What follows belongs to an exercise in optimizing a design on an open flow for small area, a short achievable clock period and few clock cycles per item; a production flow would make more cautious choices. The RTL was checked by simulation tests, not by an equivalence proof against the original design. Power is estimated from default activity; no workload was simulated.

## flow/design.v (module list and top-level ports; edited modules follow where they fit)
// module pi_speed_controller_with_position_core: 239 lines
// module pisc_mul_s13u8: 748 lines
// module pisc_mul_u24u7: 1144 lines
// module pisc_bk32: 310 lines
// module pisc_bk17: 160 lines
// module pisc_bk14: 130 lines
module pi_speed_controller_with_position_core #(
    parameter int GEAR_MODULUS   = pisc_pkg::GEAR_MODULUS_DEF,
    parameter int INTEGRAL_LIMIT = pisc_pkg::INTEGRAL_LIMIT_DEF
) (
    input  logic                          i_clk,
    input  logic                          i_rst_n,
    input  logic                          i_s_tvalid,
    output logic                          o_s_tready,
    input  logic [pisc_pkg::IN_W-1:0]     i_s_tdata,
    output logic                          o_m_tvalid,
    input  logic                          i_m_tready,
    output logic [pisc_pkg::OUT_W-1:0]    o_m_tdata,
    input  logic                          psel,
    input  logic                          penable,
    input  logic                          pwrite,
    input  logic [pisc_pkg::APB_AW-1:0]   paddr,
    input  logic [pisc_pkg::APB_DW-1:0]   pwdata,
    output logic [pisc_pkg::APB_DW-1:0]   prdata,
    output logic                          pready
);
  // ...
==> flow/run.sh <==
#!/bin/bash
# synth_recipe.tcl (not shown) runs the flow's synth.tcl, then flattens the netlist and writes it again
# the make line also repeats each setting of config.mk as NAME=value (left out here)
make -C /OpenROAD-flow-scripts/flow DESIGN_CONFIG=/design/flow/config.mk WORK_HOME=/design/flow/orfs CLKGATE_MAP_FILE= SYNTH_SCRIPT=/design/flow/synth_recipe.tcl finish
==> flow/config.mk <==
export PLATFORM = sky130hd
export DESIGN_NAME = pi_speed_controller_with_position_core
export DESIGN_NICKNAME = pi_speed_controller_with_position_core
export VERILOG_FILES = /design/flow/design.v
export SDC_FILE = /design/flow/constraint.sdc
export NUM_CORES = 4
export LEC_CHECK = 0
export CAP_MARGIN = 20
export CORE_MARGIN = 2
export CORE_UTILIZATION = 40
export SETUP_SLACK_MARGIN = 5
export SLEW_MARGIN = 20
==> flow/constraint.sdc <==
create_clock -name core_clock -period 10.0 [get_ports {i_clk}]
set_input_delay 2.0000 -clock core_clock [delete_from_list [all_inputs] [get_ports {i_clk}]]
set_output_delay 2.0000 -clock core_clock [all_outputs]
set_load 0.01 [all_outputs]
==> notes.md, run 1 <==
CP max-delay cell=fa_2; RSZ-0062 raised after global routing=true; period utilisation layout=61.1%; commonest cells after routing, fill and taps aside=322 x nand2_1, 311 x inv_1, 288 x and2_1, 261 x fa_1, 193 x edfxtp_1; I/O Pins=~250; met3 wire length=3840 um; Util after Layout=50.3%; setup ws final=3890 ps; Final nets=between 3000 and 4000; Post-CTS Hold Fix Bufs=0; Worst path top cell family by delay=adder cells; global route overflow=0; Largest regs=r_segment: 32 flops, r_travel: 32 flops, r_w: 24 flops; status=complete, no violations; Logic inverters=340; worst hold path type=reg -> reg; grt peak-use layer=met2; sequential share of the synthesized area=31.0%; Worst Hold End=r_d3[11]; Lkg Pwr=15.6 nW; top power group=combinational logic; FFs & Latches=352; Worst Setup End Kind=flip-flop; Worst-Skew Late Latency=600 ps; Initial Utilization=between 40 and 50%; Yosys cell types=85; Worst path depth=22; Top Metal Used=met5; Critical Path Start=r_err1[8]; Clock Network Area Fraction=4.12%; Mapped Area=0.0289 mm2; WHS=416 ps; Tightest Pin Transition=1070 ps; Cell Chain, Critical Path=buf_12 > and2_4 > fa_2 > inv_2 > fa_2 > inv_2 > fa_1 > fa_2 > ha_4 > o21ai_2 > o21bai_1 > o211a_1 > o21ai_1 > nand2b_1 > a21o_1 > a21o_1 > fa_2 > nand4_1 > or4_4 > mux2i_4 > buf_12 > mux2_2; Fillers=~6400; CP max FO=13; M1 GR Usage=around 28%; area leader, netlist=fa_1; post-synthesis mux area share=under 10%; switching pwr=around 2.3 mW; Clock buffer cells=56; Sw Share=a little over a third; count of multi-input gates=2102; share of layout cells above drive strength 1=around 17%; H-tree depth=2
Testbench counts, summed over its fixed seeds: cycles 2,080, items 2,048.
==> run 2, diff against run 1 <==
--- a/flow/config.mk
+++ b/flow/config.mk
@@ -9,4 +9,4 @@
 export CORE_MARGIN = 2
 export CORE_UTILIZATION = 40
-export SETUP_SLACK_MARGIN = 5
+export SETUP_SLACK_MARGIN = 3.5
 export SLEW_MARGIN = 20
==> run 2 against run 1 <==
Effect of this change: still clean on timing, DRC and antenna; worst hold slack worse by 4.9 ps; wire length shrank 11%; non-clock buffer count fell by 121; global-route usage decreased by 2.1 points; total power is 9.9% lower; critical path depth down 3; synthesized cell count is the same; worst setup slack worse by 200 ps; clock skew shrank 29 ps; largest power group unchanged; highest routed layer is now met4.
==> notes.md, run 2 <==
switching pwr=2.05 mW (-11%); H-tree depth=2 (unchanged); status=complete, no violations; Final TNS setup=0 ps; pwr dens=168 mW/mm2; Die Span Y=around 270 um; CTS buffer count=41; total power=about 5.6 mW; core area=around 0.071 mm2; Initial Utilization=40.5% (unchanged); R2R setup slack=approximately 3700 ps; final clock skew=14.0 ps; R2R Path End=r_pp2[5]; Hold Vio Cnt, Final=0; hold path depth=0; Post-synth ARST share=0%; clock power share=about a quarter; vias=20700; Synth Area in Compound Gates=9.29%; vias in the first global route=between 20000 and 25000; initial antenna violation count=0; routability congestion estimate=between 0.8 and 0.9; All-Layer GR Usage=18.9%; largest cells by area after synthesis=fa_1 22%, edfxtp_1 20%, dfxtp_1 11%; DR iter-0 viols=1096; clk root buf=clkbuf_16; reg2reg path depth=19; area leader, netlist=fa_1; clk slew on worst S/H paths=60 ps; dpl ws=~2800 ps; ys flop type=edfxtp_1; WS Path Type=reg -> reg; final antenna-violating net count=0; commonest cells after routing, fill and taps aside=338 x inv_1, 323 x nand2_1, 312 x fa_1, 305 x and2_1, 206 x ha_1; Die X=roughly 270 um; Rel. slew slack=29.8%; Mapped Area=0.0289 mm2 (unchanged); Post-CTS Hold Fix Bufs=0 (unchanged); Slew Viols, Final=0; post-synthesis adder-cell area fraction=31.0%; Comb power frac=36.8%; sequential share of the synthesized area=31.0% (unchanged); worst hold path type=reg -> reg; Lkg Pwr=14.7 nW (-5.5%); Sw Share=36.3% (-0.25 points); row cnt=98; Worst-Skew Late Latency=580 ps (-20 ps); Yosys cell types=85 (unchanged); worst path required time=10310 ps; Post-Syn Instances=2909; Area growth syn-to-layout=16.3%; share of layout cells above drive strength 1=6.65% (-10 points); diodes inserted=0; top-area cell type share of the netlist area=21.9%; sequential share of power=between 30% and 40%; CP arrival=6630 ps; Final nets=3699 (-3.2%); synth warn=1; number of port buffers=200; post-synthesis sequential element count=352; die area=0.0745 mm2; RSZ-0062 raised after global routing=true; Clock Sinks=352; ranking of synthesized cells by instance count=339 x inv_1, 325 x nand2_1, 317 x fa_1; Reg-to-Reg Start=r_err1[12]; post-synthesis xor/xnor area fraction=3.42%; drt pass-1 iters=5; HPWL Detailed=between 50000 and 60000 um; most frequent cell after synthesis=inv_1; global-route wire length before repair=113000 um; maximum VDD drop=117 uV; Design Area, Final=around 0.034 mm2; CTS tree=built; main combinational cell family by area after synthesis=adder cells; commonest non-fill, non-tap cell in the layout=inv_1; period utilisation layout=63.2% (+2.0 points); I/O Pins=246 (unchanged); area share of and/or/nand/nor cells after synthesis=17.0%; f_max=158 MHz; dpl cell area=roughly 0.032 mm2; min Tclk post-route=approximately 6300 ps; post-synthesis mux area share=1.62% (unchanged); CTS Buffer Depth=3; CP max FO=8 (-5); setup ws final=3680 ps (-204 ps); Worst Hold End=r_err3[11]; Setup-failing EPs final=0; max cap viols=0; number of flops mapped to enable cells by yosys=193; internal power=about 3.6 mW; wirelength, routed=70100 um; via/cell ratio=5.07; Worst Setup End Kind=flip-flop; Largest regs=r_segment: 32 flops, r_travel: 32 flops, r_w: 24 flops; synthesized area per cell=9.94 um2; Fillers=6634 (+3.5%); Post-route DRC=0; Tightest Pin Transition=1050 ps (-19.3 ps); HP Start=r_err2[11]; global route overflow=0 (unchanged); routed len/inst=17.2 um; Worst Setup Start Kind=flip-flop; largest net degree at the start of global routing=98
-- run 2: cell families (layout without fill, tap and decap cells) --
| logic type | Yosys count | in the layout |
|---|---|---|
| buffers and inverters | 476 | 675 |
| AO/OA/AOI/OAI | 418 | 418 |
| adder cells (fa/ha/maj) | 527 | 527 |
| multiplexers | 46 | 46 |
| AND/OR/NAND/NOR | 975 | 975 |
| flip-flops | 352 | 352 |
| XOR/XNOR | 113 | 113 |
| other | 2 | 23 |
-- run 2: power groups by stage --
stage | logic, mW | clock network [mW] | registers (mW)
6_report | 2.07 | 1.51 | 2.06
5_1_grt | 2.35 | 1.61 | 2.10
4_1_cts | 2.05 | 1.55 | 2.07
3_5_place_dp | 1.92 | 0 | 2.14
3_3_place_gp | 1.86 | 0 | 2.14
2_1_floorplan | 1.45 | 0 | 1.97
-- run 2: repair_timing --
item / 4_1_cts / 5_1_grt
cloned: 0 / 2
gates resized for setup: 21 / 37
pin swaps: 6 / 12
setup buffers: 26 / 12
endpoints found under the setup margin: 41 / 31
endpoints found under the hold margin: 0 / 0
-- run 2: worst max-delay path by stage --
stage                  to  cells past startpoint  slack, ps       start
6_report         r_pp2[5]                     19       3680  r_err1[12]
5_1_grt          r_pi2[0]                     24       3450   r_err1[6]
4_1_cts          r_pp2[5]                     23       3500   r_err1[6]
3_5_place_dp   r_duty3[0]                     32       2830    r_pi2[0]
3_3_place_gp   r_duty3[0]                     32       3000    r_pi2[0]
2_1_floorplan   r_pp2[11]                     22       3690  r_err1[12]
-- run 2: worst max-delay path, cell delays in order, from the launching register on --
cell	delay (ps)
edfxtp_1	590
and2_4	270
fa_1	530
inv_1	50
fa_1	450
fa_1	540
fa_1	460
ha_1	220
a21o_1	190
a21oi_2	140
or3b_1	350
a21oi_1	120
o21bai_1	80
a21o_1	220
fa_1	520
nand4_1	100
or4_4	510
mux2i_4	220
buf_6	160
mux2_2	340
-- run 2: per-layer routing --
layer  GRT usage (%)  up-vias  routed length [um]
met1            23.7    10400               30400
li1                -     9876                   -
met5               0        -                   0
met4            6.09        0                2030
met3            2.16      101                2240
met2            33.7      358               35400
-- run 2: final cells by class --
cell class	instances	area, um2	area share [%]
well taps	950	1190	3.53
flip-flops and latches	352	8990	26.7
multi-input cells	2102	18300	54.5
repair buffers	260	2490	7.41
clock buffers	56	1200	3.56
clock inverters	19	156	0.465
inverters	340	1290	3.82
-- run 2: per-stage QoR --
stage,util (%),instances,hold slack (ps)
final,47.1,4079,412
after CTS,46.7,4065,415
after floorplan,-,2930,400
after global placement,44.4,3964,402
after global routing,47.1,4079,415
after detailed placement,44.4,3964,405

separate check: timing with driven ports:
The results above use ideal ports. As a check the final layouts listed here were re-extracted and re-timed, cells and wires unchanged. Step 1, drivers: a clkbuf_16 drives i_clk and a buf_2 each remaining input, both assumed. Step 2 times the ports against the registers' clock, not the clock port: input delays grow and output delays shrink by t, the midpoint of the rising clock arrivals with the driver on. Slacks: ideal ports / drivers / drivers and shift; pairs: ideal ports / drivers.
run	t, ns	slack for setup (ns)	hold WS [ns]	latest minus earliest clock arrival (ns)	worst data-port slew with drivers (ns)
run 1	0.645	3.885 / 3.885 / 3.885	0.416 / 0.416 / 0.416	0.046 / 0.047	0.11
run 2	0.627	3.681 / 3.675 / 3.675	0.412 / 0.412 / 0.412	0.015 / 0.015	0.07
After both steps setup and hold are still met in every run listed. For run 2, which loses most, drivers alone change the setup slack by -0.006 ns; drivers and shift together by -0.006 ns.
